What follows belongs to an exercise in optimizing a design on an open flow for small area, a short achievable clock period and few clock cycles; a production flow would make more cautious choices. In this exercise RTL edits were held to simulation tests only and were not proved equivalent to the original.

`flow/config.mk`:
```
export PLATFORM = sky130hd
export DESIGN_NAME = midi_tempo_tracker
export DESIGN_NICKNAME = midi_tempo_tracker
export VERILOG_FILES = /design/flow/design.v
export SDC_FILE = /design/flow/constraint.sdc
export NUM_CORES = 4
export LEC_CHECK = 0
export CAP_MARGIN = 20
export CORE_MARGIN = 2
export CORE_UTILIZATION = 40
export SLEW_MARGIN = 20
```
`flow/constraint.sdc`:
```
create_clock -name core_clock -period 10.0 [get_ports {clk}]
set_input_delay 2.0000 -clock core_clock [delete_from_list [all_inputs] [get_ports {clk}]]
set_output_delay 2.0000 -clock core_clock [all_outputs]
set_load 0.01 [all_outputs]
```
`flow/design.v`:
```
package mtt_pkg;
    localparam logic [1:0] KIND_OTHER = 2'd0;
    localparam logic [1:0] KIND_NOTE  = 2'd1;
    localparam logic [1:0] KIND_CC    = 2'd2;
    localparam logic [6:0] PEDAL_CONTROLLER = 7'd64;
    localparam logic [6:0] PEDAL_PRESSED    = 7'd127;
    localparam logic [1:0] USE_IGNORED = 2'd0;
    localparam logic [1:0] USE_FIRST   = 2'd1;
    localparam logic [1:0] USE_NOTE    = 2'd2;
    localparam logic [1:0] USE_PEDAL   = 2'd3;
    localparam logic [2:0] REG_MIN_GAP     = 3'd0;
    localparam logic [2:0] REG_LOWER       = 3'd1;
    localparam logic [2:0] REG_UPPER       = 3'd2;
    localparam logic [2:0] REG_NOTE_LIMIT  = 3'd3;
    localparam logic [2:0] REG_PEDAL_LIMIT = 3'd4;
    typedef struct packed {
        logic start;
        logic busy;
        logic done;
    } div_ctl_t;
endpackage
module mtt_div #(
    parameter int DB = 16
) (
    input  logic [DB-1:0] r_in,
    input  logic [1:0]    bits,
    input  logic [DB-1:0] divisor,
    input  logic [DB+1:0] divisor3,
    output logic [1:0]    q,
    output logic [DB-1:0] r_out
);
    logic [DB+1:0] s, d1, d2, d3;
    logic          ge1, ge2, ge3;
    assign s = {r_in, bits};
    mtt_add #(.W(DB + 2)) u_d1 (.a(s), .b(~{2'b00, divisor}), .ci(1'b1), .s(d1), .co(ge1));
    mtt_add #(.W(DB + 2)) u_d2 (.a(s), .b(~{1'b0, divisor, 1'b0}), .ci(1'b1), .s(d2), .co(ge2));
    mtt_add #(.W(DB + 2)) u_d3 (.a(s), .b(~divisor3), .ci(1'b1), .s(d3), .co(ge3));
    always_comb
    begin
        if (ge3)
        begin
            q     = 2'd3;
            r_out = d3[DB-1:0];
        end
        else if (ge2)
        begin
            q     = 2'd2;
            r_out = d2[DB-1:0];
        end
        else if (ge1)
        begin
            q     = 2'd1;
            r_out = d1[DB-1:0];
        end
        else
        begin
            q     = 2'd0;
            r_out = s[DB-1:0];
        end
    end
endmodule
module mtt_add #(
    parameter int W = 8
) (
    input  logic [W-1:0] a,
    input  logic [W-1:0] b,
    input  logic         ci,
    output logic [W-1:0] s,
    output logic         co
);
    always_comb
    begin
        logic [W:0] g, p;
        g[0] = ci;
        p[0] = 1'b0;
        g[W:1] = a & b;
        p[W:1] = a ^ b;
        for (int d = 1; d <= W; d = d * 2)
            for (int i = 2 * d - 1; i <= W; i += 2 * d)
            begin
                g[i] = g[i] | (p[i] & g[i-d]);
                p[i] = p[i] & p[i-d];
            end
        for (int d = (1 << $clog2(W + 1)) / 2; d >= 1; d = d / 2)
            for (int i = 3 * d - 1; i <= W; i += 2 * d)
            begin
                g[i] = g[i] | (p[i] & g[i-d]);
                p[i] = p[i] & p[i-d];
            end
        s  = (a ^ b) ^ g[W-1:0];
        co = g[W];
    end
endmodule
module mtt_csa #(
    parameter int W = 8
) (
    input  logic [W-1:0] a,
    input  logic [W-1:0] b,
    input  logic [W-1:0] c,
    output logic [W-1:0] s,
    output logic [W-1:0] cy
);
    assign s  = a ^ b ^ c;
    assign cy = {(a[W-2:0] & b[W-2:0]) | (c[W-2:0] & (a[W-2:0] ^ b[W-2:0])), 1'b0};
endmodule
module midi_tempo_tracker #(
    parameter int TIME_BITS      = 24,
    parameter int COUNT_BITS     = 16,
    parameter int FOLD_MIN_COUNT = 8
) (
    input  logic                  clk,
    input  logic                  rst_n,
    input  logic                  in_valid,
    output logic                  in_stall,
    input  logic [1:0]            event_kind,
    input  logic [6:0]            controller,
    input  logic [6:0]            ctrl_value,
    input  logic [TIME_BITS-1:0]  delta_time,
    output logic                  out_valid,
    input  logic                  out_stall,
    output logic [TIME_BITS-1:0]  note_period,
    output logic [TIME_BITS-1:0]  pedal_period,
    output logic [COUNT_BITS-1:0] note_count,
    output logic [1:0]            event_use,
    input  logic                  cfg_valid,
    output logic                  cfg_ready,
    input  logic [2:0]            cfg_index,
    input  logic [23:0]           cfg_data
);
    localparam int TB = 24;
    localparam int CB = 16;
    localparam int SB = 40;
    localparam int PW = 36;                  
    localparam int NB = 2;                   
    localparam int NC = SB / NB;             
    localparam int QC = TB / NB;             
    localparam int XW = CB + NB;             
    localparam int KW = 27;                  
    localparam int JW = $clog2(NC + 1);      
    localparam int MW = NB + 13;             
    localparam logic [TB-1:0] TMAX = {TB{1'b1}};
    localparam logic [CB-1:0] CMAX = {CB{1'b1}};
    localparam logic [SB-1:0] SMAX = {SB{1'b1}};
    localparam logic [3:0] S_IDLE = 4'd0;
    localparam logic [3:0] S_D    = 4'd1;    
    localparam logic [3:0] S_P    = 4'd2;    
    localparam logic [3:0] S_S0   = 4'd3;    
    localparam logic [3:0] S_SK   = 4'd4;    
    localparam logic [3:0] S_SF   = 4'd5;    
    localparam logic [3:0] S_PP   = 4'd6;    
    localparam logic [3:0] S_F    = 4'd7;    
    localparam logic [3:0] S_M1   = 4'd8;    
    localparam logic [3:0] S_M2   = 4'd9;
    localparam logic [3:0] S_M3   = 4'd10;
    logic [3:0] st_reg;
    logic [TB-1:0] min_gap_reg;
    logic [11:0]   lo_reg, hi_reg;
    logic [7:0]    nlim_reg, plim_reg;
    logic          ib_valid_reg, ib_note_reg, ib_pedal_reg;
    logic [TB-1:0] ib_delta_reg;
    logic          fnote_reg, fpedal_reg;
    logic [TB-1:0] ngap_reg, pgap_reg;
    logic [SB-1:0] ntot_reg, ptot_reg;
    logic [CB-1:0] nent_reg, pent_reg;
    logic [TB-1:0] rec0_reg, rec1_reg, rec2_reg, half_reg;
    logic [TB-1:0] nmean_reg, pmean_reg;      
    logic [CB-1:0] nrem_reg, prem_reg;        
    logic          nbig_reg, pbig_reg;        
    logic [7:0]    nmiss_reg, pmiss_reg;
    logic [PW-1:0] nlo_reg, nhi_reg, plo_reg, phi_reg;   
    logic          kd_reg;        
    logic          fchk_reg;      
    logic          tadd_reg;      
    logic [TB-1:0] v_reg;         
    logic [XW-1:0] x_reg;         
    logic          xbad_reg;      
    logic [KW-XW-1:0] xhi_reg;    
    logic [2*NB-1:0]  xlo_reg;    
    logic signed [NB:0] m_reg;    
    logic [CB-1:0] cdiv_reg;      
    logic [CB+1:0] c3_reg;        
    logic [JW-1:0] j_reg;
    logic          pfirst_reg;
    logic          dirty_n_reg, dirty_p_reg;
    logic          ov_reg;
    logic          owe_reg;       
    logic [1:0]    use_reg;
    logic [TB:0]   nsum_w, psum_w, hsum_w;
    logic [TB-1:0] nsum, psum, hsum;
    mtt_add #(.W(TB)) u_nsum (.a(ngap_reg), .b(ib_delta_reg), .ci(1'b0),
                              .s(nsum_w[TB-1:0]), .co(nsum_w[TB]));
    mtt_add #(.W(TB)) u_psum (.a(pgap_reg), .b(ib_delta_reg), .ci(1'b0),
                              .s(psum_w[TB-1:0]), .co(psum_w[TB]));
    assign nsum = fnote_reg ? ngap_reg : (nsum_w[TB] ? TMAX : nsum_w[TB-1:0]);
    assign psum = fpedal_reg ? pgap_reg : (psum_w[TB] ? TMAX : psum_w[TB-1:0]);
    mtt_add #(.W(TB)) u_hsum (.a(half_reg), .b(nsum), .ci(1'b0),
                              .s(hsum_w[TB-1:0]), .co(hsum_w[TB]));
    assign hsum = hsum_w[TB] ? TMAX : hsum_w[TB-1:0];
    logic [TB-1:0]   d;
    logic [PW-9:0]   wlo, whi, d1x, d2x;
    logic            whz;
    logic            w1l, w1hn, w2l, w2hn;
    logic            w1, w2, nempty, pempty, empty, direct;
    assign d   = ib_note_reg ? nsum : psum;
    assign wlo = ib_note_reg ? nlo_reg[PW-1:8] : plo_reg[PW-1:8];
    assign whi = ib_note_reg ? nhi_reg[PW-1:8] : phi_reg[PW-1:8];
    assign whz = ib_note_reg ? (nhi_reg[7:0] != '0) : (phi_reg[7:0] != '0);
    assign d1x = (PW-8)'(d);
    assign d2x = (PW-8)'({d, 1'b0});
    mtt_add #(.W(PW-8)) u_w1l (.a(d1x), .b(~wlo), .ci(1'b0), .s(), .co(w1l));
    mtt_add #(.W(PW-7)) u_w1h (.a({d1x, 1'b0}), .b(~{whi, whz}), .ci(1'b1), .s(), .co(w1hn));
    mtt_add #(.W(PW-8)) u_w2l (.a(d2x), .b(~wlo), .ci(1'b0), .s(), .co(w2l));
    mtt_add #(.W(PW-7)) u_w2h (.a({d2x, 1'b0}), .b(~{whi, whz}), .ci(1'b1), .s(), .co(w2hn));
    assign w1     = w1l && !w1hn;
    assign w2     = w2l && !w2hn;
    assign nempty = (nent_reg == '0);
    assign pempty = (pent_reg == '0);
    assign empty  = ib_note_reg ? nempty : pempty;
    assign direct = empty || w1;
    logic gap_ok;
    mtt_add #(.W(TB)) u_mgap (.a(nsum), .b(~min_gap_reg), .ci(1'b0), .s(), .co(gap_ok));
    logic c_fn, c_fp, c_jn, c_jp;
    logic n_push, n_half, p_push;
    assign c_fn   = fnote_reg && ib_note_reg;
    assign c_fp   = !c_fn && fpedal_reg && ib_pedal_reg;
    assign c_jn   = !c_fn && !c_fp && ib_note_reg && gap_ok;
    assign c_jp   = !c_fn && !c_fp && ib_pedal_reg;
    assign n_push = c_jn && (direct || (w2 && half_reg != '0));
    assign n_half = c_jn && !direct && w2 && (half_reg == '0);
    assign p_push = c_jp && direct;
    logic [TB-1:0] v;
    logic [CB-1:0] csel, cinc, csum;
    logic          cinc_co;
    logic [CB+1:0] c3sum;
    logic          fastok;
    assign v    = (ib_note_reg && !direct) ? hsum : d;
    assign csel = ib_note_reg ? nent_reg : pent_reg;
    mtt_add #(.W(CB)) u_cinc (.a(csel), .b('0), .ci(1'b1), .s(cinc), .co(cinc_co));
    assign csum = cinc_co ? CMAX : cinc;
    mtt_add #(.W(CB+2)) u_c3 (.a({2'b00, csum}), .b({1'b0, csum, 1'b0}), .ci(1'b0),
                              .s(c3sum), .co());
    assign fastok = !(ib_note_reg ? nbig_reg : pbig_reg) && (csel != '0) && !cinc_co;
    logic [KW-1:0] xa, xr, xcnt, xq, xdv, xhh, xnv;
    logic [KW-1:0] xds, xdc, xd, xh1s, xh1c, xh2s, xh2c, xh, xfast;
    logic          xdbad, xhbad, xbad_w;
    assign xr   = KW'(ib_note_reg ? nrem_reg : prem_reg);
    assign xcnt = KW'(cinc) << 1;
    assign xq   = ~(KW'(ib_note_reg ? nmean_reg : pmean_reg));
    assign xdv  = KW'(d);
    assign xhh  = KW'(half_reg);
    assign xnv  = KW'(nsum);
    mtt_add #(.W(KW)) u_xa (.a(xr), .b(xcnt), .ci(1'b0), .s(xa), .co());
    mtt_csa #(.W(KW)) u_xdcsa (.a(xa), .b(xdv), .c(xq), .s(xds), .cy(xdc));
    mtt_add #(.W(KW)) u_xd (.a(xds), .b(xdc), .ci(1'b1), .s(xd), .co());
    mtt_csa #(.W(KW)) u_xh1 (.a(xa), .b(xhh), .c(xq), .s(xh1s), .cy(xh1c));
    mtt_csa #(.W(KW)) u_xh2 (.a(xh1s), .b(xh1c), .c(xnv), .s(xh2s), .cy(xh2c));
    mtt_add #(.W(KW)) u_xh (.a(xh2s), .b(xh2c), .ci(1'b1), .s(xh), .co());
    assign xdbad  = (xd[KW-1:XW] != '0);
    assign xhbad  = (xh[KW-1:XW] != '0) || hsum_w[TB];
    assign xfast  = (ib_note_reg && !direct) ? xh : xd;
    assign xbad_w = (ib_note_reg && !direct) ? xhbad : xdbad;
    logic [7:0] miss_sel;
    logic [8:0] miss_inc;
    assign miss_sel = ib_note_reg ? nmiss_reg : pmiss_reg;
    assign miss_inc = {1'b0, miss_sel} + 9'd1;
    logic [SB-1:0] tk;
    logic [TB-1:0] qk;
    logic          bk;
    logic [PW-1:0] plk, phk;
    assign tk  = kd_reg ? ptot_reg : ntot_reg;
    assign qk  = kd_reg ? pmean_reg : nmean_reg;
    assign bk  = kd_reg ? pbig_reg : nbig_reg;
    assign plk = kd_reg ? plo_reg : nlo_reg;
    assign phk = kd_reg ? phi_reg : nhi_reg;
    logic          fold_sub;
    logic [SB:0]   ta_w;
    logic [SB-1:0] ta, ta_a, ta_b;
    assign fold_sub = (st_reg == S_F);
    assign ta_a = fold_sub ? ntot_reg : tk;
    assign ta_b = fold_sub ? ~(SB'(rec0_reg)) : SB'(tadd_reg ? v_reg : '0);
    mtt_add #(.W(SB)) u_ta (.a(ta_a), .b(ta_b), .ci(fold_sub),
                            .s(ta_w[SB-1:0]), .co(ta_w[SB]));
    assign ta = fold_sub ? (ta_w[SB] ? ta_w[SB-1:0] : '0)
                         : (ta_w[SB] ? SMAX : ta_w[SB-1:0]);
    logic [NB-1:0] dq;
    logic [CB-1:0] dr;
    mtt_div #(.DB(CB)) u_div (
        .r_in(x_reg[XW-1:NB]), .bits(x_reg[NB-1:0]), .divisor(cdiv_reg),
        .divisor3(c3_reg), .q(dq), .r_out(dr));
    logic xge, dbad;
    mtt_add #(.W(CB)) u_dbad (.a(x_reg[XW-1:NB]), .b(~cdiv_reg), .ci(1'b1), .s(), .co(xge));
    assign dbad = xbad_reg || xge;
    logic [KW-1:0] x1, x3, x3s, x3c, c32, c2n;
    assign x1  = {xhi_reg, x_reg};
    assign c32 = KW'(cdiv_reg) << 5;
    assign c2n = ~(KW'(cdiv_reg) << 1);
    mtt_csa #(.W(KW)) u_x3csa (.a(x1), .b(c32), .c(c2n), .s(x3s), .cy(x3c));
    mtt_add #(.W(KW)) u_x3 (.a(x3s), .b(x3c), .ci(1'b1), .s(x3), .co());
    logic [JW-1:0] ttop;
    logic [NB-1:0] tnib_next, tnib_top;
    always_comb
    begin
        tnib_next = '0;
        ttop      = '0;
        for (int i = 0; i < NC; i++)
        begin
            if (JW'(i) + JW'(1) == j_reg)
                tnib_next = ta[NB*i +: NB];
            if (ta[NB*i +: NB] != '0)
                ttop = JW'(i);
        end
        tnib_top = '0;
        for (int i = 0; i < NC; i++)
            if (JW'(i) == ttop)
                tnib_top = ta[NB*i +: NB];
    end
    logic              corr;        
    logic signed [NB:0] msel;
    logic [2:0]        msh;
    logic [NB-1:0]     qnib;
    logic [PW-1:0]     pbase_l, pbase_h, ladd, hadd, plnext, phnext;
    logic [TB-1:0]     qadd, qm;
    assign corr = (st_reg == S_D) || (st_reg == S_M1) || (st_reg == S_M2) ||
                  (st_reg == S_M3);
    always_comb
    begin
        qnib = '0;
        for (int i = 0; i < QC; i++)
            if (JW'(i) + JW'(1) == j_reg)
                qnib = qk[NB*i +: NB];
        if (st_reg == S_D || st_reg == S_M1)
            msel = {~dq[NB-1], ~dq[NB-1], dq[NB-2:0]};
        else if (st_reg == S_M2 || st_reg == S_M3)
            msel = {1'b0, dq};
        else
            msel = m_reg;
        if (st_reg == S_M1)
            msh = 3'd4;
        else if (st_reg == S_M2)
            msh = 3'd2;
        else
            msh = 3'd0;
    end
    logic signed [12:0]   lo_s, hi_s;
    logic signed [MW-1:0] lprod, hprod;
    assign lo_s    = {1'b0, lo_reg};
    assign hi_s    = {1'b0, hi_reg};
    assign lprod   = lo_s * msel;
    assign hprod   = hi_s * msel;
    assign pbase_l = corr ? plk : plk << NB;
    assign pbase_h = corr ? phk : phk << NB;
    assign ladd    = {{(PW-MW){lprod[MW-1]}}, lprod} << msh;
    assign hadd    = {{(PW-MW){hprod[MW-1]}}, hprod} << msh;
    mtt_add #(.W(PW)) u_pl (.a(pbase_l), .b(ladd), .ci(1'b0), .s(plnext), .co());
    mtt_add #(.W(PW)) u_ph (.a(pbase_h), .b(hadd), .ci(1'b0), .s(phnext), .co());
    assign qm = {{(TB-NB-1){msel[NB]}}, msel} << msh;
    mtt_add #(.W(TB)) u_qadd (.a(qk), .b(qm), .ci(1'b0), .s(qadd), .co());
    logic          fgl, fghn, fold;
    logic [PW-6:0] mpx;
    assign mpx = (PW-5)'(pmean_reg);
    mtt_add #(.W(PW-5)) u_fl (.a(mpx), .b(~nlo_reg[PW-1:5]), .ci(1'b0), .s(), .co(fgl));
    mtt_add #(.W(PW-4)) u_fh (.a({mpx, 1'b0}), .b(~{nhi_reg[PW-1:5], (nhi_reg[4:0] != '0)}),
                              .ci(1'b1), .s(), .co(fghn));
    assign fold = (st_reg == S_P) && !kd_reg && fchk_reg &&
                  (nent_reg > CB'(FOLD_MIN_COUNT)) && fgl && !fghn;
    logic [TB:0] fsum_w;
    mtt_add #(.W(TB)) u_fsum (.a(nent_reg[0] ? rec2_reg : rec0_reg), .b(rec1_reg), .ci(1'b0),
                              .s(fsum_w[TB-1:0]), .co(fsum_w[TB]));
    logic [CB+1:0] c3half;
    mtt_add #(.W(CB+2)) u_c3h (.a({3'b000, nent_reg[CB-1:1]}), .b({2'b00, nent_reg[CB-1:1], 1'b0}),
                               .ci(1'b0), .s(c3half), .co());
    logic consume, take, go, ov_now;
    assign ov_now    = ov_reg && !fold;
    assign consume   = ((st_reg == S_IDLE) || (st_reg == S_P && !fold)) &&
                       !dirty_n_reg && !dirty_p_reg && !(ov_now && out_stall);
    assign in_stall  = ib_valid_reg && !consume;
    assign take      = in_valid && !in_stall;
    assign go        = consume && ib_valid_reg;
    assign cfg_ready = 1'b1;
    assign out_valid = ov_now;
    always_ff @(posedge clk)
    begin
        if (take)
        begin
            ib_note_reg  <= (event_kind == mtt_pkg::KIND_NOTE);
            ib_pedal_reg <= (event_kind == mtt_pkg::KIND_CC) &&
                            (controller == mtt_pkg::PEDAL_CONTROLLER) &&
                            (ctrl_value == mtt_pkg::PEDAL_PRESSED);
            ib_delta_reg <= delta_time;
        end
        case (st_reg)
            S_IDLE:
            begin
                j_reg <= JW'(QC);
                if (!go && (dirty_n_reg || dirty_p_reg))
                begin
                    kd_reg     <= !dirty_n_reg;
                    fchk_reg   <= 1'b0;
                    pfirst_reg <= 1'b1;
                end
            end
            S_D:
            begin
                tadd_reg <= 1'b0;
                if (!dbad)
                begin
                    if (kd_reg)
                    begin
                        prem_reg <= dr;
                        plo_reg  <= plnext;
                        phi_reg  <= phnext;
                    end
                    else
                    begin
                        nrem_reg <= dr;
                        nlo_reg  <= plnext;
                        nhi_reg  <= phnext;
                    end
                end
                else
                begin
                    x_reg    <= x3[XW+2*NB-1:2*NB];
                    xlo_reg  <= x3[2*NB-1:0];
                    xbad_reg <= (x3[KW-1:XW+2*NB] != '0);
                end
            end
            S_M1, S_M2, S_M3:
            begin
                if (kd_reg)
                begin
                    plo_reg <= plnext;
                    phi_reg <= phnext;
                end
                else
                begin
                    nlo_reg <= plnext;
                    nhi_reg <= phnext;
                end
                if (st_reg == S_M1)
                    x_reg <= {dr, xlo_reg[2*NB-1:NB]};
                else if (st_reg == S_M2)
                    x_reg <= {dr, xlo_reg[NB-1:0]};
                else if (kd_reg)
                    prem_reg <= dr;
                else
                    nrem_reg <= dr;
            end
            S_S0:
            begin
                tadd_reg <= 1'b0;
                x_reg    <= {{CB{1'b0}}, tnib_top};
                j_reg    <= ttop;
                m_reg    <= '0;
                if (kd_reg)
                begin
                    pbig_reg <= 1'b0;
                    plo_reg  <= '0;
                    phi_reg  <= '0;
                end
                else
                begin
                    nbig_reg <= 1'b0;
                    nlo_reg  <= '0;
                    nhi_reg  <= '0;
                end
            end
            S_SK:
            begin
                x_reg <= {dr, tnib_next};
                j_reg <= j_reg - JW'(1);
                m_reg <= {1'b0, dq};
                if (kd_reg)
                begin
                    pbig_reg <= pbig_reg || (pmean_reg[TB-1:TB-NB] != '0);
                    plo_reg  <= plnext;
                    phi_reg  <= phnext;
                end
                else
                begin
                    nbig_reg <= nbig_reg || (nmean_reg[TB-1:TB-NB] != '0);
                    nlo_reg  <= plnext;
                    nhi_reg  <= phnext;
                end
                if (j_reg == '0)
                begin
                    if (kd_reg)
                        prem_reg <= dr;
                    else
                        nrem_reg <= dr;
                end
            end
            S_SF:
            begin
                j_reg      <= JW'(QC);
                pfirst_reg <= bk;
                if (kd_reg)
                begin
                    plo_reg <= plnext;
                    phi_reg <= phnext;
                end
                else
                begin
                    nlo_reg <= plnext;
                    nhi_reg <= phnext;
                end
            end
            S_PP:
            begin
                j_reg      <= j_reg - JW'(1);
                m_reg      <= {1'b0, qnib};
                pfirst_reg <= 1'b0;
                if (kd_reg)
                begin
                    plo_reg <= pfirst_reg ? '0 : plnext;
                    phi_reg <= pfirst_reg ? '0 : phnext;
                end
                else
                begin
                    nlo_reg <= pfirst_reg ? '0 : plnext;
                    nhi_reg <= pfirst_reg ? '0 : phnext;
                end
            end
            S_F:
            begin
                cdiv_reg <= nent_reg >> 1;
                c3_reg   <= c3half;
                rec0_reg <= fsum_w[TB] ? TMAX : fsum_w[TB-1:0];
                rec1_reg <= '0;
                rec2_reg <= '0;
                fchk_reg <= 1'b0;
            end
            default: ;
        endcase
        if (go)
        begin
            if (c_fn || c_fp)
                use_reg <= mtt_pkg::USE_FIRST;
            else if (c_jn)
                use_reg <= mtt_pkg::USE_NOTE;
            else if (c_jp)
                use_reg <= mtt_pkg::USE_PEDAL;
            else
                use_reg <= mtt_pkg::USE_IGNORED;
            if (n_push)
            begin
                rec2_reg <= rec1_reg;
                rec1_reg <= rec0_reg;
                rec0_reg <= v;
            end
            if (n_push || p_push)
            begin
                kd_reg   <= c_jp;
                fchk_reg <= c_jn && direct;
                tadd_reg <= 1'b1;
                v_reg    <= v;
                x_reg    <= xfast[XW-1:0];
                xhi_reg  <= xfast[KW-1:XW];
                xbad_reg <= xbad_w;
                cdiv_reg <= csum;
                c3_reg   <= c3sum;
            end
        end
    end
    always_ff @(posedge clk or negedge rst_n)
    begin
        if (!rst_n)
        begin
            st_reg       <= S_IDLE;
            min_gap_reg  <= '0;
            lo_reg       <= 12'd205;
            hi_reg       <= 12'd307;
            nlim_reg     <= 8'd10;
            plim_reg     <= 8'd2;
            ib_valid_reg <= 1'b0;
            fnote_reg    <= 1'b1;
            fpedal_reg   <= 1'b1;
            ngap_reg     <= '0;
            pgap_reg     <= '0;
            ntot_reg     <= '0;
            ptot_reg     <= '0;
            nent_reg     <= '0;
            pent_reg     <= '0;
            half_reg     <= '0;
            nmean_reg    <= '0;
            pmean_reg    <= '0;
            nmiss_reg    <= '0;
            pmiss_reg    <= '0;
            dirty_n_reg  <= 1'b0;
            dirty_p_reg  <= 1'b0;
            ov_reg       <= 1'b0;
            owe_reg      <= 1'b0;
        end
        else
        begin
            if (ov_now && !out_stall)
                ov_reg <= 1'b0;
            if (take)
                ib_valid_reg <= 1'b1;
            else if (go)
                ib_valid_reg <= 1'b0;
            case (st_reg)
                S_IDLE:
                begin
                    if (!go && dirty_n_reg)
                    begin
                        dirty_n_reg <= 1'b0;
                        st_reg      <= S_PP;
                    end
                    else if (!go && dirty_p_reg)
                    begin
                        dirty_p_reg <= 1'b0;
                        st_reg      <= S_PP;
                    end
                end
                S_D:
                begin
                    if (kd_reg)
                        ptot_reg <= ta;
                    else
                        ntot_reg <= ta;
                    if (dbad)
                        st_reg <= S_M1;
                    else
                    begin
                        if (kd_reg)
                            pmean_reg <= qadd;
                        else
                            nmean_reg <= qadd;
                        ov_reg <= 1'b1;
                        st_reg <= S_P;
                    end
                end
                S_M1:
                begin
                    if (dbad)
                        st_reg <= S_S0;
                    else
                    begin
                        if (kd_reg)
                            pmean_reg <= qadd;
                        else
                            nmean_reg <= qadd;
                        st_reg <= S_M2;
                    end
                end
                S_M2, S_M3:
                begin
                    if (kd_reg)
                        pmean_reg <= qadd;
                    else
                        nmean_reg <= qadd;
                    if (st_reg == S_M2)
                        st_reg <= S_M3;
                    else
                    begin
                        ov_reg <= 1'b1;
                        st_reg <= S_P;
                    end
                end
                S_P:
                begin
                    if (fold)
                    begin
                        ov_reg <= 1'b0;
                        st_reg <= S_F;
                    end
                    else
                    begin
                        owe_reg <= 1'b0;
                        st_reg  <= S_IDLE;
                    end
                end
                S_S0:
                begin
                    if (kd_reg)
                    begin
                        ptot_reg  <= ta;
                        pmean_reg <= '0;
                    end
                    else
                    begin
                        ntot_reg  <= ta;
                        nmean_reg <= '0;
                    end
                    st_reg <= S_SK;
                end
                S_SK:
                begin
                    if (kd_reg)
                        pmean_reg <= {pmean_reg[TB-NB-1:0], dq};
                    else
                        nmean_reg <= {nmean_reg[TB-NB-1:0], dq};
                    if (j_reg == '0)
                        st_reg <= S_SF;
                end
                S_SF:
                begin
                    if (bk)
                        st_reg <= S_PP;
                    else
                    begin
                        ov_reg <= owe_reg;
                        st_reg <= S_P;
                    end
                end
                S_PP:
                begin
                    if (!pfirst_reg && j_reg == '0)
                    begin
                        ov_reg <= owe_reg;
                        st_reg <= S_P;
                    end
                end
                S_F:
                begin
                    if (nent_reg[0])
                        ntot_reg <= ta;
                    nent_reg <= nent_reg >> 1;
                    st_reg   <= S_S0;
                end
                default:
                    st_reg <= S_IDLE;
            endcase
            if (go)
            begin
                ov_reg <= 1'b1;
                if (c_fn)
                    fnote_reg <= 1'b0;
                else if (c_fp)
                    fpedal_reg <= 1'b0;
                else
                begin
                    ngap_reg <= nsum;
                    pgap_reg <= psum;
                    if (c_jn)
                    begin
                        ngap_reg <= '0;
                        if (n_push)
                        begin
                            nent_reg  <= csum;
                            nmiss_reg <= '0;
                            if (!direct)
                                half_reg <= '0;
                        end
                        else if (n_half)
                            half_reg <= nsum;
                        else if (miss_inc > {1'b0, nlim_reg})
                        begin
                            nent_reg  <= '0;
                            ntot_reg  <= '0;
                            nmean_reg <= '0;
                            nmiss_reg <= '0;
                        end
                        else
                            nmiss_reg <= miss_inc[7:0];
                    end
                    else if (c_jp)
                    begin
                        pgap_reg <= '0;
                        if (p_push)
                        begin
                            pent_reg  <= csum;
                            pmiss_reg <= '0;
                        end
                        else if (miss_inc > {1'b0, plim_reg})
                        begin
                            pent_reg  <= '0;
                            ptot_reg  <= '0;
                            pmean_reg <= '0;
                            pmiss_reg <= '0;
                        end
                        else
                            pmiss_reg <= miss_inc[7:0];
                    end
                end
                if (n_push || p_push)
                begin
                    ov_reg  <= 1'b0;
                    owe_reg <= 1'b1;
                    st_reg  <= fastok ? S_D : S_S0;
                end
            end
            if (cfg_valid)
            begin
                case (cfg_index)
                    mtt_pkg::REG_MIN_GAP:     min_gap_reg <= TB'(cfg_data);
                    mtt_pkg::REG_LOWER:       lo_reg      <= cfg_data[11:0];
                    mtt_pkg::REG_UPPER:       hi_reg      <= cfg_data[11:0];
                    mtt_pkg::REG_NOTE_LIMIT:  nlim_reg    <= cfg_data[7:0];
                    mtt_pkg::REG_PEDAL_LIMIT: plim_reg    <= cfg_data[7:0];
                    default: ;
                endcase
                if (cfg_index == mtt_pkg::REG_LOWER || cfg_index == mtt_pkg::REG_UPPER)
                begin
                    dirty_n_reg <= 1'b1;
                    dirty_p_reg <= 1'b1;
                    st_reg      <= S_IDLE;
                end
            end
        end
    end
    assign note_period  = nmean_reg;
    assign pedal_period = pmean_reg;
    assign note_count   = nent_reg;
    assign event_use    = use_reg;
endmodule
```
`flow/run.sh`:
```
#!/bin/bash
# synth_recipe.tcl (not shown) runs the flow's synth.tcl, then flattens the netlist and writes it again
# the make line also repeats each setting of config.mk as NAME=value (left out here)
make -C /OpenROAD-flow-scripts/flow DESIGN_CONFIG=/design/flow/config.mk WORK_HOME=/design/flow/orfs CLKGATE_MAP_FILE= SYNTH_SCRIPT=/design/flow/synth_recipe.tcl finish
```
==> results by group, run 1 <==
Run status
  – Status: finished clean

Setup path
  – Worst Setup SP: cdiv_reg[0]
  – Reg2reg start: cdiv_reg[0]
  – WP data arrival: 9.83 ns
  – Worst R2R End: phi_reg[34]
  – Worst path slowest cell: a221o_2
  – Critical Path RT: 10.41 ns
  – Crit Path Max Fanout: 6
  – Startpoint Class: flip-flop
  – Critical Path End Type: flip-flop
  – Critical path class: reg2reg
  – R2r setup slk: 0.58 ns
  – Crit path to: phi_reg[34]
  – Worst reg-to-reg path cell count: 45
  – Max stage delay on crit path: 0.49 ns

CTS
  – CTS root buf: clkbuf_16
  – CTS tree: built
  – CTS clk-pin slew, worst paths: 0.06 ns
  – CTS buffer count: 87
  – Clock insertion delay at the later pin of the skew report: 0.72 ns
  – Clk sinks: 702
  – # H-tree levels: 3
  – Max Root-Sink Buffers: 3

STA
  – Rel. slew slack: 17.3%
  – Hold Fails Final Rpt: 0
  – Max Slew Vio Count: 0
  – Worst setup margin: roughly 0.58 ns
  – Setup TNS: 0 ns
  – Worst slew pin tran: 1.21 ns
  – Skew final: 0.0361 ns
  – Final period util: 94.2%
  – Min Tclk post-route: 9.42 ns
  – Fmax: between 0.1 and 0.15 GHz
  – Final setup vio count: 0

Die
  – Die Height: 398 µm
  – Rows: about 140
  – Starting Density: a little over 40%
  – DIE WIDTH: around 400 µm
  – I/O pin count: 141
  – Die ar.: 159000 µm²
  – Core area: 154000 µm²

Synthesis
  – Count of distinct cell types in the synthesized netlist: 106
  – EDFF count, synth: 251
  – Ys flop type: dfrtp_1
  – Sequential share of the synthesized area: between 20% and 30%
  – Largest cells by area after synthesis: ha_1 13%, dfrtp_1 12%, edfxtp_1 12%, fa_1 9.1%, nand2_1 4.2%
  – Synth warn: 12
  – Synth top area share: 13.5%
  – Mapped Cells: about 6700
  – Syn Area/Cell: slightly above 9 µm²
  – Post-synthesis net count: 7743
  – FFs w/ async S/R, synth: 46.0%
  – Cell Area, Synth: 62100 µm²
  – Leading area contributor after synthesis: ha_1
  – Yosys reg bits: 702

Placement
  – Placed Area: 66900 µm²
  – Dpl ws: ~0.02 ns
  – Post-DP HPWL: between 150000 and 200000 µm
  – Placed cell count: 8829
  – Buffers on Ports: between 100 and 150
  – RD Place Congestion: 0.971

Global route
  – Initial antenna violation count: 6
  – Gr usage total: 27.8%
  – First-pass GRT wire length: 333000 µm
  – GRT Residual Overflow: 0
  – Vias in the first global route: 52500
  – Largest net degree at the start of global routing: roughly 150

Routing
  – Vias per inst: 5.91
  – Antenna viol nets, final: 0
  – DR WL/cell: between 20 and 25 µm
  – Via count: 53200
  – DR pass1 iterations: 6
  – DRC Markers: 0
  – Initial DRC Count: 4915
  – Final WL: ~220000 µm

Job
  – Max_cap viols: 0

Cells and area
  – Most frequent cells in the layout: 690 x nand2_1, 668 x ha_1, 569 x inv_1
  – Non-Filler Instances: approximately 9000
  – Fin nets: 7906
  – Final Cell Area: 70100 µm²
  – Layout cells sized above 1: 10.8%
  – Layout Area Growth over Synthesis: 12.8%
  – Diode count: 0
  – Commonest non-fill, non-tap cell in the layout: nand2_1

Worst hold path
  – Hold WC Path Type: reg2reg
-- worst min path at each step --
stage / start / endpoint / slack [ns] / cells after the start
2_1_floorplan: rec2_reg[0] / rec2_reg[0] / 0.43 / 2
3_3_place_gp: rec2_reg[0] / rec2_reg[0] / 0.44 / 2
3_5_place_dp: rec2_reg[18] / rec2_reg[18] / 0.45 / 2
4_1_cts: rec2_reg[4] / rec2_reg[4] / 0.46 / 2
5_1_grt: rec2_reg[22] / rec2_reg[22] / 0.48 / 2
6_report: rec2_reg[20] / rec2_reg[20] / 0.45 / 2
-- per-stage QoR --
| stage | util, % | hold WS (ns) |
|---|---|---|
| 2_1_floorplan | - | 0.432 |
| 3_3_place_gp | 43.4 | 0.440 |
| 4_1_cts | 45.2 | 0.461 |
| 5_1_grt | 45.4 | 0.480 |
| 3_5_place_dp | 43.4 | 0.450 |
| 6_report | 45.4 | 0.454 |
-- cells in the mapped netlist, types with 161 or more instances --
| master | number |
|---|---|
| a21o_1 | 161 |
| a21oi_1 | 474 |
| clkbuf_1 | 215 |
| dfrtp_1 | 308 |
| edfxtp_1 | 251 |
| fa_1 | 282 |
| ha_1 | 668 |
| inv_1 | 569 |
| mux2_2 | 162 |
| nand2_1 | 693 |
| nor2_1 | 489 |
| o21ai_0 | 356 |
-- layer usage --
metal,global-route usage (%),share of wire [%],vias to the layer above,wire length (µm)
met1,37.5,43,26200,94700
met3,5.42,8.1,441,17800
li1,-,-,24400,-
met2,43.2,44,2117,98000
met5,0,0.0059,-,13
met4,11.9,4.9,2,10800
-- kinds of logic after synthesis --
group           count (synthesis)  synth area share [%]
other cells                     1               0.00603
fa+ha+maj                     950                  22.5
simple gates                 1842                  13.5
buf+inv                       886                  5.56
mux                           361                  7.51
compound gates               1743                  18.2
flops                         702                  29.3
xor+xnor                      236                  3.39
-- final cells by class --
| class | instances | area (µm²) |
|---|---|---|
| fillers | 14900 | 84200 |
| well taps | 2044 | 2560 |
| clock inverters | 47 | 494 |
| repair buffers | 387 | 3430 |
| clock buffers | 116 | 2420 |
| multi-input cells | 5133 | 40800 |
| inverters | 573 | 2160 |
| flip-flops and latches | 702 | 18200 |
-- repair_timing --
action | in CTS | in global routing
hold endpoints to repair | 0 | 0
setup buffers | 0 | 7
setup endpoints to repair | 0 | 45
hold buffers | 0 | 0
resized for setup | 0 | 39
-- worst max-delay path: cells and delay by family (launching register included) --
kind,cells,cell delay [ns]
AO/OA/AOI/OAI,19,3.78
buffers and inverters,7,0.61
flip-flops,1,0.32
adder cells (fa/ha/maj),8,2.56
AND/OR/NAND/NOR,8,1.25
multiplexers,1,0.29
XOR/XNOR,2,0.30
Testbench counts, summed over its fixed seeds: cycles 9,095.
==> run 2: changes to the inputs <==
--- a/flow/design.v
+++ b/flow/design.v
@@ -139,3 +139,2 @@
     localparam int JW = $clog2(NC + 1);      
-    localparam int MW = NB + 13;             
     localparam logic [TB-1:0] TMAX = {TB{1'b1}};
@@ -176,2 +175,3 @@
     logic          xbad_reg;      
+    logic          xsat_reg;      
     logic [KW-XW-1:0] xhi_reg;    
@@ -242,21 +242,24 @@
     assign fastok = !(ib_note_reg ? nbig_reg : pbig_reg) && (csel != '0) && !cinc_co;
-    logic [KW-1:0] xa, xr, xcnt, xq, xdv, xhh, xnv;
-    logic [KW-1:0] xds, xdc, xd, xh1s, xh1c, xh2s, xh2c, xh, xfast;
-    logic          xdbad, xhbad, xbad_w;
+    logic [KW-1:0] xr, xq, xg, xdl, xcnt, xhh;
+    logic [KW-1:0] xs1, xc1, xs2, xc2, xs3, xc3, xs4, xc4, xd, xh, xfast;
+    logic          dsat, hsat, xdbad, xhbad, xbad_w, xsat_w;
     assign xr   = KW'(ib_note_reg ? nrem_reg : prem_reg);
-    assign xcnt = KW'(cinc) << 1;
     assign xq   = ~(KW'(ib_note_reg ? nmean_reg : pmean_reg));
-    assign xdv  = KW'(d);
+    assign xg   = KW'(ib_note_reg ? ngap_reg : pgap_reg);
+    assign xdl  = KW'(ib_delta_reg);
+    assign xcnt = KW'(cinc) << 1;
     assign xhh  = KW'(half_reg);
-    assign xnv  = KW'(nsum);
-    mtt_add #(.W(KW)) u_xa (.a(xr), .b(xcnt), .ci(1'b0), .s(xa), .co());
-    mtt_csa #(.W(KW)) u_xdcsa (.a(xa), .b(xdv), .c(xq), .s(xds), .cy(xdc));
-    mtt_add #(.W(KW)) u_xd (.a(xds), .b(xdc), .ci(1'b1), .s(xd), .co());
-    mtt_csa #(.W(KW)) u_xh1 (.a(xa), .b(xhh), .c(xq), .s(xh1s), .cy(xh1c));
-    mtt_csa #(.W(KW)) u_xh2 (.a(xh1s), .b(xh1c), .c(xnv), .s(xh2s), .cy(xh2c));
-    mtt_add #(.W(KW)) u_xh (.a(xh2s), .b(xh2c), .ci(1'b1), .s(xh), .co());
-    assign xdbad  = (xd[KW-1:XW] != '0);
-    assign xhbad  = (xh[KW-1:XW] != '0) || hsum_w[TB];
+    mtt_csa #(.W(KW)) u_xt1 (.a(xr), .b(xq), .c(xg), .s(xs1), .cy(xc1));
+    mtt_csa #(.W(KW)) u_xt2 (.a(xs1), .b(xc1), .c(xdl), .s(xs2), .cy(xc2));
+    mtt_csa #(.W(KW)) u_xt3 (.a(xs2), .b(xc2), .c(xcnt), .s(xs3), .cy(xc3));
+    mtt_add #(.W(KW)) u_xd (.a(xs3), .b(xc3), .ci(1'b1), .s(xd), .co());
+    mtt_csa #(.W(KW)) u_xt4 (.a(xs3), .b(xc3), .c(xhh), .s(xs4), .cy(xc4));
+    mtt_add #(.W(KW)) u_xh (.a(xs4), .b(xc4), .ci(1'b1), .s(xh), .co());
+    assign dsat   = ib_note_reg ? nsum_w[TB] : psum_w[TB];
+    assign hsat   = nsum_w[TB] || hsum_w[TB];
+    assign xdbad  = (xd[KW-1:XW] != '0) || dsat;
+    assign xhbad  = (xh[KW-1:XW] != '0) || hsat;
     assign xfast  = (ib_note_reg && !direct) ? xh : xd;
     assign xbad_w = (ib_note_reg && !direct) ? xhbad : xdbad;
+    assign xsat_w = (ib_note_reg && !direct) ? hsat : dsat;
     logic [7:0] miss_sel;
@@ -343,14 +346,31 @@
     end
-    logic signed [12:0]   lo_s, hi_s;
-    logic signed [MW-1:0] lprod, hprod;
-    assign lo_s    = {1'b0, lo_reg};
-    assign hi_s    = {1'b0, hi_reg};
-    assign lprod   = lo_s * msel;
-    assign hprod   = hi_s * msel;
+    logic [PW-1:0] ls1, ls2, ls3, hs1, hs2, hs3;
+    logic [13:0]   lo3, hi3;
+    logic          mneg;
+    mtt_add #(.W(14)) u_lo3 (.a({2'b00, lo_reg}), .b({1'b0, lo_reg, 1'b0}), .ci(1'b0),
+                             .s(lo3), .co());
+    mtt_add #(.W(14)) u_hi3 (.a({2'b00, hi_reg}), .b({1'b0, hi_reg, 1'b0}), .ci(1'b0),
+                             .s(hi3), .co());
+    assign ls1 = PW'(lo_reg) << msh;
+    assign ls2 = PW'(lo_reg) << (msh + 3'd1);
+    assign ls3 = PW'(lo3) << msh;
+    assign hs1 = PW'(hi_reg) << msh;
+    assign hs2 = PW'(hi_reg) << (msh + 3'd1);
+    assign hs3 = PW'(hi3) << msh;
+    assign mneg = msel[NB];
+    always_comb
+    begin
+        case (msel)
+            3'sd1:   begin ladd = ls1;  hadd = hs1;  end
+            3'sd2:   begin ladd = ls2;  hadd = hs2;  end
+            3'sd3:   begin ladd = ls3;  hadd = hs3;  end
+            -3'sd1:  begin ladd = ~ls1; hadd = ~hs1; end
+            -3'sd2:  begin ladd = ~ls2; hadd = ~hs2; end
+            default: begin ladd = '0;   hadd = '0;   end
+        endcase
+    end
     assign pbase_l = corr ? plk : plk << NB;
     assign pbase_h = corr ? phk : phk << NB;
-    assign ladd    = {{(PW-MW){lprod[MW-1]}}, lprod} << msh;
-    assign hadd    = {{(PW-MW){hprod[MW-1]}}, hprod} << msh;
-    mtt_add #(.W(PW)) u_pl (.a(pbase_l), .b(ladd), .ci(1'b0), .s(plnext), .co());
-    mtt_add #(.W(PW)) u_ph (.a(pbase_h), .b(hadd), .ci(1'b0), .s(phnext), .co());
+    mtt_add #(.W(PW)) u_pl (.a(pbase_l), .b(ladd), .ci(mneg), .s(plnext), .co());
+    mtt_add #(.W(PW)) u_ph (.a(pbase_h), .b(hadd), .ci(mneg), .s(phnext), .co());
     assign qm = {{(TB-NB-1){msel[NB]}}, msel} << msh;
@@ -423,3 +443,3 @@
                     xlo_reg  <= x3[2*NB-1:0];
-                    xbad_reg <= (x3[KW-1:XW+2*NB] != '0);
+                    xbad_reg <= (x3[KW-1:XW+2*NB] != '0) || xsat_reg;
                 end
@@ -558,2 +578,3 @@
                 xbad_reg <= xbad_w;
+                xsat_reg <= xsat_w;
                 cdiv_reg <= csum;
--- a/flow/config.mk
+++ b/flow/config.mk
@@ -9,3 +9,3 @@
 export CORE_MARGIN = 2
-export CORE_UTILIZATION = 40
+export CORE_UTILIZATION = 60
 export SLEW_MARGIN = 20
==> run 2 against run 1 <==
Compared with the run above:
- area after synthesis is 0.32% higher
- still clean on timing, DRC and antenna
- worst hold slack worse by 0.0013 ns
- first-iteration DRC count is 28% higher
- highest routed layer unchanged
- core utilization is 21 points higher
- global-route usage is 13 points higher
- clock-buffer cell count is 3 lower
- wire length is 0.42% lower
- maximum frequency is 1.5% higher
- largest cell class unchanged
==> results by group, run 2 <==
Synthesis
  – Post-synthesis net count: 7768 (was 7743)
  – Sequential share of the synthesized area: 29.2% (was 29.3%)
  – Cell Area, Synth: 62300 µm² (was 62100 µm²)
  – FFs w/ async S/R, synth: 45.9% (was 46.0%)
  – Mapped Cells: 6780 (was 6721)
  – Synth warn: 13 (was 12)
  – Yosys reg bits: 703 (was 702)
  – EDFF count, synth: 252 (was 251)
  – Largest cells by area after synthesis: ha_1 13%, dfrtp_1 12%, edfxtp_1 12%, fa_1 9.0%, dfxtp_1 4.1% (was ha_1 13%, dfrtp_1 12%, edfxtp_1 12%, fa_1 9.1%, nand2_1 4.2%)
  – Ys flop type: dfrtp_1 (unchanged)
  – Most numerous cell in the Yosys netlist: ha_1 (was nand2_1)
  – Synth top area share: 12.7% (was 13.5%)
  – Syn Area/Cell: 9.19 µm² (was 9.25 µm²)
  – Count of distinct cell types in the synthesized netlist: 99 (was 106)
  – Leading area contributor after synthesis: ha_1 (unchanged)
  – Commonest cells in the netlist: 635 x ha_1, 606 x nor2_1, 579 x nand2_1, 537 x inv_1, 458 x a21oi_1 (was 693 x nand2_1, 668 x ha_1, 569 x inv_1, 489 x nor2_1, 474 x a21oi_1)

Worst hold path
  – Hold WC Path Type: reg2reg (unchanged)
  – Hold Startpoint: rec2_reg[12] (was rec2_reg[20])

STA
  – Min Tclk post-route: 9.28 ns (was 9.42 ns)
  – RSZ-0062 raised after global routing: no
  – Worst slew pin tran: 1.15 ns (was 1.21 ns)
  – Setup TNS: 0 ns (unchanged)
  – Max Slew Vio Count: 0 (unchanged)
  – Skew final: 0.0384 ns (was 0.0361 ns)
  – Final period util: 92.8% (was 94.2%)
  – Final setup vio count: 0 (unchanged)
  – Hold Fails Final Rpt: 0 (unchanged)
  – Rel. slew slack: 20.8% (was 17.3%)
  – Fmax: 0.108 GHz (was 0.106 GHz)

Routing
  – DRC Markers: 0 (unchanged)
  – DR WL/cell: 26.6 µm (was 24.6 µm)
  – Vias per inst: 6.59 (was 5.91)
  – Initial DRC Count: 6310 (was 4915)
  – Via count: 54700 (was 53200)
  – Antenna viol nets, final: 0 (unchanged)
  – Final WL: 220000 µm (was 221000 µm)
  – DR pass1 iterations: 9 (was 6)

Setup path
  – Crit Path Max Fanout: 38 (was 6)
  – Worst Setup SP: ib_delta_reg[1] (was cdiv_reg[0])
  – Worst path slowest cell: a2111oi_0 (was a221o_2)
  – Critical path class: reg2reg (unchanged)
  – Critical Path End Type: flip-flop (unchanged)
  – Critical Path RT: 10.59 ns (was 10.41 ns)
  – Max stage delay on crit path: 0.60 ns (was 0.49 ns)
  – Most Frequent Cell on Critical Path: a21oi_1
  – Crit path to: x_reg[11] (was phi_reg[34])
  – Reg2reg start: ib_delta_reg[1] (was cdiv_reg[0])
  – Startpoint Class: flip-flop (unchanged)
  – WP data arrival: 9.87 ns (was 9.83 ns)
  – R2r setup slk: 0.72 ns (was 0.58 ns)
  – Worst R2R End: x_reg[11] (was phi_reg[34])
  – Worst reg-to-reg path cell count: 33 (was 45)

Die
  – Rows: 118 (was 144)
  – Die ar.: 106000 µm² (was 159000 µm²)
  – Core area: 103000 µm² (was 154000 µm²)
  – I/O pin count: 141 (unchanged)
  – Starting Density: 60.3% (was 40.3%)
  – Die Height: 326 µm (was 398 µm)
  – DIE WIDTH: 326 µm (was 398 µm)

Cells and area
  – Fin nets: 7829 (was 7906)
  – Most frequent cells in the layout: 635 x ha_1, 602 x nor2_1, 577 x nand2_1 (was 690 x nand2_1, 668 x ha_1, 569 x inv_1)
  – Layout cells sized above 1: 8.94% (was 10.8%)
  – Non-Filler Instances: 8297 (was 9002)
  – Layout Area Growth over Synthesis: 10.1% (was 12.8%)
  – Commonest non-fill, non-tap cell in the layout: ha_1 (was nand2_1)

CTS
  – Max Root-Sink Buffers: 3 (unchanged)
  – Clk sinks: 703 (was 702)
  – CTS tree: built (unchanged)
  – CTS root buf: clkbuf_16 (unchanged)
  – # H-tree levels: 3 (unchanged)
  – Post-CTS setup buffers: 0 (unchanged)
  – CTS clk-pin slew, worst paths: 0.06 ns (about the same)
  – Clock insertion delay at the later pin of the skew report: 0.69 ns (was 0.72 ns)
  – Hold buffers post-CTS: 0 (unchanged)
  – CTS buffer count: 87 (unchanged)

Placement
  – Placed cell count: 8131 (was 8829)
  – RD Place Congestion: 1.01 (was 0.971)
  – Post-DP HPWL: 169000 µm (was 170000 µm)
  – Buffers on Ports: 139 (unchanged)

Global route
  – Largest net degree at the start of global routing: 149 (was 148)
  – Initial antenna violation count: 6 (unchanged)
  – Vias in the first global route: 53100 (was 52500)
  – GRT Residual Overflow: 0 (unchanged)
  – First-pass GRT wire length: 332000 µm (was 333000 µm)
  – Gr usage total: 41.0% (was 27.8%)

Job
  – Max_cap viols: 0 (unchanged)

Run status
  – Status: finished clean (unchanged)
-- run 2: logic make-up after synthesis --
logic type / count (synthesis) / share of synthesized area, %
other: 1 / 0.00602
and+or+nand+nor: 1893 / 14.0
DFF: 703 / 29.2
AOI/OAI and AO/OA: 1769 / 18.1
xor gates and xnor gates: 217 / 3.05
muxes: 411 / 8.37
adders and majority gates: 916 / 21.8
buffers and inverters: 870 / 5.42
-- run 2: worst min-delay path by stage --
stage | endpoint | slack, ns | cells past startpoint
detailed placement | rec2_reg[17] | 0.45 | 2
global route | rec2_reg[16] | 0.47 | 2
floorplan | rec2_reg[0] | 0.43 | 2
finish | rec2_reg[12] | 0.45 | 2
CTS | rec2_reg[12] | 0.46 | 2
global placement | rec2_reg[21] | 0.44 | 2
-- run 2: worst max-delay path, delay by kind of cell (launching register included) --
| family | cells | cell delay [ns] |
|---|---|---|
| adders and majority gates | 3 | 1.07 |
| AOI/OAI and AO/OA | 16 | 4.26 |
| DFF | 1 | 0.46 |
| buffers and inverters | 5 | 1.33 |
| and+or+nand+nor | 9 | 1.99 |
-- run 2: layout make-up --
class | instances | area, µm²
diodes | 4 | 10.0
clock buffers | 113 | 2440
clock inverters | 48 | 477
fillers | 8607 | 34700
inverters | 542 | 2040
multi-input cells | 5207 | 41000
flip-flops and latches | 703 | 18200
well taps | 1380 | 1730
repair buffers | 300 | 2750
-- run 2: routing by layer --
metal	vias up	routed length, µm	GRT usage, %
li1	24600	-	-
met1	26700	87300	54.8
met2	2872	95900	61.6
met3	582	22900	9.08
met4	4	14400	23.6
met5	-	21	0
-- run 2: metrics by stage --
step | utilization [%] | setup slack [ns] | hold WS, ns | cell area, µm²
2_1_floorplan | - | 1.49 | 0.431 | 62300
4_1_cts | 66.4 | 0.624 | 0.456 | 68600
3_3_place_gp | 63.5 | 0.888 | 0.437 | 65700
3_5_place_dp | 63.5 | 0.711 | 0.445 | 65700
5_1_grt | 66.4 | 0.0611 | 0.472 | 68600
6_report | 66.4 | 0.723 | 0.453 | 68600
-- run 2: repair_timing --
| item | 4_1_cts | 5_1_grt |
|---|---|---|
| endpoints found under the setup margin | 0 | 10 |
| endpoints found under the hold margin | 0 | 0 |
| resized for setup | 0 | 2 |
Testbench counts of run 2, summed over its fixed seeds: cycles 9,095.
==> run 3: changes to the inputs <==
--- a/flow/config.mk
+++ b/flow/config.mk
@@ -9,3 +9,3 @@
 export CORE_MARGIN = 2
-export CORE_UTILIZATION = 60
+export CORE_UTILIZATION = 75
 export SLEW_MARGIN = 20
==> run 3 against run 2 <==
Compared with the run above:
- still clean
- wire length fell by 1.5%
- sequential cell count is the same
- sequential share of layout area up 0.43 points
- clock-buffer cell count grew 1
- critical path type unchanged
- critical endpoint is now nlo_reg[34]
- largest cell class unchanged
==> results by group, run 3 <==
Global route
  – GRT Residual Overflow: 0 (unchanged)
  – Largest net degree at the start of global routing: 157 (was 149)
  – First-pass GRT wire length: 330000 µm (was 332000 µm)
  – Initial antenna violation count: 6 (unchanged)
  – GRT met1 Usage: 62.9% (was 54.8%)
  – Met3 Usage GRT: 15.7% (was 9.08%)
  – Grt peak-use layer: met2 (unchanged)
  – Vias in the first global route: 56300 (was 53100)
  – Met2 Usage GRT: 74.3% (was 61.6%)
  – Gr usage total: 50.5% (was 41.0%)

Setup path
  – R2r setup slk: 0.31 ns (was 0.72 ns)
  – Startpoint Class: flip-flop (unchanged)
  – Crit path to: nlo_reg[34] (was x_reg[11])
  – Worst path slowest cell: nand4_1 (was a2111oi_0)
  – Max stage delay on crit path: 0.95 ns (was 0.60 ns)
  – Delay-heaviest family, CP: compound AO/OA/AOI/OAI gates (unchanged)
  – Critical Path RT: 10.38 ns (was 10.59 ns)
  – Worst reg-to-reg path cell count: 29 (was 33)
  – Worst Setup SP: cdiv_reg[0] (was ib_delta_reg[1])
  – Worst R2R End: nlo_reg[34] (was x_reg[11])
  – WP buf/inv: 2 (was 5)
  – CP Depth: 29 (was 33)
  – Critical path class: reg2reg (unchanged)
  – Reg2reg start: cdiv_reg[0] (was ib_delta_reg[1])
  – WP data arrival: 10.07 ns (was 9.87 ns)
  – Critical Path End Type: flip-flop (unchanged)
  – Crit Path Max Fanout: 11 (was 38)

CTS
  – Post-CTS setup buffers: 0 (unchanged)
  – Clock insertion delay at the later pin of the skew report: 0.68 ns (was 0.69 ns)
  – CTS root buf: clkbuf_16 (unchanged)
  – CTS clk-pin slew, worst paths: 0.06 ns (about the same)
  – Hold buffers post-CTS: 0 (unchanged)
  – Clk sinks: 703 (unchanged)
  – CTS buffer count: 80 (was 87)
  – # H-tree levels: 3 (unchanged)
  – Max Root-Sink Buffers: 3 (unchanged)
  – Post-CTS Resized: 0 (unchanged)
  – CTS tree: built (unchanged)

Synthesis
  – Most numerous cell in the Yosys netlist: ha_1 (unchanged)
  – Ys flop type: dfrtp_1 (unchanged)
  – Largest cells by area after synthesis: ha_1 13%, dfrtp_1 12%, edfxtp_1 12%, fa_1 9.0%, dfxtp_1 4.1% (unchanged)
  – Post-synthesis net count: 7768 (unchanged)
  – EDFF count, synth: 252 (unchanged)
  – Leading area contributor after synthesis: ha_1 (unchanged)
  – Synth top area share: 12.7% (unchanged)
  – Syn Area/Cell: 9.19 µm² (unchanged)
  – Commonest cells in the netlist: 635 x ha_1, 606 x nor2_1, 579 x nand2_1, 537 x inv_1, 458 x a21oi_1 (unchanged)
  – Cell Area, Synth: 62300 µm² (unchanged)
  – Count of distinct cell types in the synthesized netlist: 99 (unchanged)
  – FFs w/ async S/R, synth: 45.9% (unchanged)
  – Mapped Cells: 6780 (unchanged)
  – Synth warn: 13 (unchanged)
  – Sequential share of the synthesized area: 29.2% (unchanged)
  – Yosys reg bits: 703 (unchanged)

STA
  – Setup TNS: 0 ns (unchanged)
  – Final period util: 96.9% (was 92.8%)
  – Worst slew pin tran: 1.23 ns (was 1.15 ns)
  – Max Slew Vio Count: 0 (unchanged)
  – Hold slack: 0.460 ns (was 0.453 ns)
  – Hold Fails Final Rpt: 0 (unchanged)
  – Fmax: 0.103 GHz (was 0.108 GHz)
  – Final setup vio count: 0 (unchanged)
  – Skew final: 0.0434 ns (was 0.0384 ns)
  – RSZ-0062 raised after global routing: no (unchanged)
  – Rel. slew slack: 17.9% (was 20.8%)
  – Min Tclk post-route: 9.69 ns (was 9.28 ns)

Die
  – DIE WIDTH: 292 µm (was 326 µm)
  – I/O pin count: 141 (unchanged)
  – Core area: 82200 µm² (was 103000 µm²)
  – Rows: 105 (was 118)
  – Die Height: 292 µm (was 326 µm)
  – Starting Density: 75.8% (was 60.3%)
  – Die ar.: 85400 µm² (was 106000 µm²)

Cells and area
  – Layout cells sized above 1: 8.09% (was 8.94%)
  – Final core occ: 82.1% (was 66.4%)
  – Fin nets: 7793 (was 7829)
  – Most frequent cells in the layout: 635 x ha_1, 602 x nor2_1, 577 x nand2_1 (unchanged)
  – Layout Area Growth over Synthesis: 8.33% (was 10.1%)
  – Commonest non-fill, non-tap cell in the layout: ha_1 (unchanged)
  – Final Cell Area: 67500 µm² (was 68600 µm²)

Routing
  – Via count: 57400 (was 54700)
  – DR WL/cell: 27.3 µm (was 26.6 µm)
  – Antenna viol nets, final: 0 (unchanged)
  – Vias per inst: 7.22 (was 6.59)
  – Initial DRC Count: 8142 (was 6310)
  – Final WL: 217000 µm (was 220000 µm)
  – DR pass1 iterations: 9 (unchanged)
  – DRC Markers: 0 (unchanged)

Run status
  – Status: finished clean (unchanged)

Placement
  – Buffers on Ports: 139 (unchanged)
  – RD Place Congestion: 1.04 (was 1.01)
  – Placed Area: 65000 µm² (was 65700 µm²)
  – Post-DP HPWL: 160000 µm (was 169000 µm)

Job
  – Max_cap viols: 0 (unchanged)

Worst hold path
  – Hold WC Path Type: reg2reg (unchanged)
  – Hold Startpoint: rec2_reg[5] (was rec2_reg[12])
run 3: cell count changes in the layout (fill, tap and decap cells not counted), sizes merged:
cell,change
buf,-31
clkinv,-8
bufinv,-5
clkbuf,+3
clkinvlp,-2
run 3: layer usage:
layer	vias to the layer above	part of all wire, %
li1	24500	-
met1	27300	34
met2	4485	42
met3	1083	14
met4	6	9.1
met5	-	0.017
run 3: cells by family (layout without fill, tap and decap cells):
kind of cell    Yosys count  count (layout)  synth area share (%)
other cells               1               5               0.00602
compound gates         1769            1769                  18.1
buf+inv                 870             960                  5.42
flops                   703             703                  29.2
mux                     411             411                  8.37
xor+xnor                217             217                  3.05
fa+ha+maj               916             916                  21.8
simple gates           1893            1893                  14.0
run 3: worst min path at each step:
stage                              end  slack [ns]  depth (start not counted)
after CTS                  rec2_reg[5]        0.45                          2
after detailed placement   rec2_reg[5]        0.45                          2
final                      rec2_reg[5]        0.46                          2
after global routing      rec2_reg[19]        0.47                          2
after floorplan            rec2_reg[0]        0.43                          2
after global placement    rec2_reg[22]        0.44                          2
run 3: cell type report:
class	instances	area, µm²
antenna	4	10.0
tap	1070	1340
sequential	703	18200
inverter	542	2040
multi-input combinational	5207	40900
fill	5017	14700
timing repair buffer	271	2500
clock inverter	33	241
clock buffer	114	2240
run 3: stage by stage:
| step | setup WS (ns) | cells |
|---|---|---|
| global placement | 1.19 | 7789 |
| CTS | 0.768 | 7936 |
| global route | 0.0667 | 7940 |
| finish | 0.308 | 7944 |
| floorplan | 1.49 | 6780 |
| detailed placement | 0.893 | 7789 |
run 3: worst reg2reg max path: cells and delay by family, from the launching register on:
family	cells	cell delay, ns
fa+ha+maj	4	1.16
xor+xnor	1	0.21
flops	1	0.40
buf+inv	2	0.18
compound gates	15	4.57
simple gates	7	2.88
==> run 4: changes to the inputs <==
--- a/flow/config.mk
+++ b/flow/config.mk
@@ -9,3 +9,4 @@
 export CORE_MARGIN = 2
-export CORE_UTILIZATION = 75
+export CORE_UTILIZATION = 60
+export GPL_TIMING_DRIVEN = 1
 export SLEW_MARGIN = 20
==> run 4 against run 3 <==
Compared with the run above:
- still clean on timing, DRC and antenna
- non-clock buffer count is 29 higher
- worst hold slack worse by 0.0072 ns
- worst setup slack better by 0.41 ns
- area after synthesis stayed put
- critical path depth is 4 higher
- global-route usage is 9.5 points lower
- sequential share of layout area is 0.43 points lower
==> results by group, run 4 <==
Run status
  – Status: finished clean (unchanged)

Routing
  – DR WL/cell: 26.6 µm (was 27.3 µm)
  – Final WL: 220000 µm (was 217000 µm)
  – Antenna viol nets, final: 0 (unchanged)
  – DRC Markers: 0 (unchanged)
  – Initial DRC Count: 6310 (was 8142)
  – Vias per inst: 6.59 (was 7.22)

STA
  – Setup TNS: 0 ns (unchanged)
  – Hold Fails Final Rpt: 0 (unchanged)
  – Worst slew pin tran: 1.15 ns (was 1.23 ns)
  – Skew final: 0.0384 ns (was 0.0434 ns)
  – Final setup vio count: 0 (unchanged)
  – Min Tclk post-route: 9.28 ns (was 9.69 ns)
  – RSZ-0062 raised after global routing: no (unchanged)
  – Fmax: 0.108 GHz (was 0.103 GHz)
  – Final period util: 92.8% (was 96.9%)

Synthesis
  – Synth top area share: 12.7% (unchanged)
  – Leading area contributor after synthesis: ha_1 (unchanged)
  – Yosys reg bits: 703 (unchanged)
  – Commonest cells in the netlist: 635 x ha_1, 606 x nor2_1, 579 x nand2_1, 537 x inv_1, 458 x a21oi_1 (unchanged)
  – Count of distinct cell types in the synthesized netlist: 99 (unchanged)
  – Most numerous cell in the Yosys netlist: ha_1 (unchanged)
  – Ys flop type: dfrtp_1 (unchanged)
  – Post-synthesis net count: 7768 (unchanged)

CTS
  – CTS clk-pin slew, worst paths: 0.06 ns (about the same)
  – # H-tree levels: 3 (unchanged)
  – Max Root-Sink Buffers: 3 (unchanged)
  – Clock insertion delay at the later pin of the skew report: 0.69 ns (was 0.68 ns)
  – Clk sinks: 703 (unchanged)
  – CTS tree: built (unchanged)

Global route
  – Gr usage total: 41.0% (was 50.5%)
  – First-pass GRT wire length: 332000 µm (was 330000 µm)
  – Largest net degree at the start of global routing: 149 (was 157)
  – GRT Residual Overflow: 0 (unchanged)
  – Initial antenna violation count: 6 (unchanged)

Job
  – Max_cap viols: 0 (unchanged)

Setup path
  – Worst path slowest cell: a2111oi_0 (was nand4_1)
  – Most Frequent Cell on Critical Path: a21oi_1

Cells and area
  – Layout cells sized above 1: 8.94% (was 8.09%)
  – Layout Area Growth over Synthesis: 10.1% (was 8.33%)
  – Fin nets: 7829 (was 7793)
  – Commonest non-fill, non-tap cell in the layout: ha_1 (unchanged)

Die
  – Starting Density: 60.3% (was 75.8%)
  – DIE WIDTH: 326 µm (was 292 µm)
  – Die Height: 326 µm (was 292 µm)
  – Rows: 118 (was 105)

Worst hold path
  – Hold WC Path Type: reg2reg (unchanged)
run 4: cell counts after synthesis:
No cell type changed its count.
run 4: metrics by stage:
step / instances / utilization [%] / instance area [µm²]
floorplan: 6780 / - / 62300
global placement: 8131 / 63.5 / 65700
detailed placement: 8131 / 63.5 / 65700
CTS: 8292 / 66.4 / 68600
global route: 8293 / 66.4 / 68600
finish: 8297 / 66.4 / 68600
run 4: final cells by class:
type	count	area [µm²]
repair buffers	300	2750
fillers	8607	34700
clock inverters	48	477
clock buffers	113	2440
diodes	4	10.0
inverters	542	2040
well taps	1380	1730
multi-input cells	5207	41000
flip-flops and latches	703	18200
run 4: worst max-delay path, delay by kind of cell, from the launching register on:
kind	cells	cell delay [ns]
AO/OA/AOI/OAI	16	4.26
adder cells (fa/ha/maj)	3	1.07
flip-flops	1	0.46
buffers and inverters	5	1.33
AND/OR/NAND/NOR	9	1.99
run 4: cells by family after synthesis:
family | share of synthesized area (%)
buffers and inverters | 5.42
AO/OA/AOI/OAI | 18.1
multiplexers | 8.37
AND/OR/NAND/NOR | 14.0
flip-flops | 29.2
adder cells (fa/ha/maj) | 21.8
other | 0.00602
XOR/XNOR | 3.05
run 4: timing repair:
action / in CTS / in global routing
setup buffers: 0 / 0
gates resized for setup: 0 / 2
setup endpoints to repair: 0 / 10
hold buffers: 0 / 0
run 4: per-layer routing:
layer / vias to the layer above / GRT usage [%] / share of wire (%) / routed length, µm
li1: 24600 / - / - / -
met1: 26700 / 54.8 / 40 / 87300
met2: 2872 / 61.6 / 44 / 95900
met3: 582 / 9.08 / 10 / 22900
met4: 4 / 23.6 / 6.5 / 14400
met5: - / 0 / 0.0095 / 21
run 4: path summary, 6_finish.rpt:
| kind | depth (start not counted) | endpoint | from | slack (ns) |
|---|---|---|---|---|
| max in group asynchronous | 2 | pmean_reg[2] | rst_n | 7.22 |
| max | 33 | x_reg[11] | ib_delta_reg[1] | 0.72 |
| min in group asynchronous | 1 | nent_reg[11] | rst_n | 1.30 |
| min | 2 | rec2_reg[12] | rec2_reg[12] | 0.45 |
| max reg2reg | 33 | x_reg[11] | ib_delta_reg[1] | 0.72 |
| min reg2reg | 2 | rec2_reg[12] | rec2_reg[12] | 0.45 |

separate check: timing with driven ports:
Ports are ideal in the flow. The routed layouts listed here were re-timed in OpenROAD. Step 1 assumes that a clkbuf_16 drives the clock port and a buf_2 every other input. Step 2 times the ports against the registers' clock, not the clock port: input delays grow and output delays shrink by t, the midpoint of the rising clock arrivals with the driver on. a / b / c = no drivers / after step 1 / after step 2; a / b = the first two.
| run | t, ns | setup WS [ns] | worst register clock-pin slew, ns | cell pins on the clock port's net |
|---|---|---|---|---|
| run 1 | 0.786 | 0.582 / 0.582 / 0.582 | 0.07 / 0.07 | 1 |
| run 2 | 0.750 | 0.723 / 0.723 / 0.723 | 0.07 / 0.07 | 1 |
| run 3 | 0.736 | 0.308 / 0.308 / 0.308 | 0.07 / 0.07 | 1 |
| run 4 | 0.750 | 0.723 / 0.723 / 0.723 | 0.07 / 0.07 | 1 |
After both steps setup and hold are still met in every run listed.
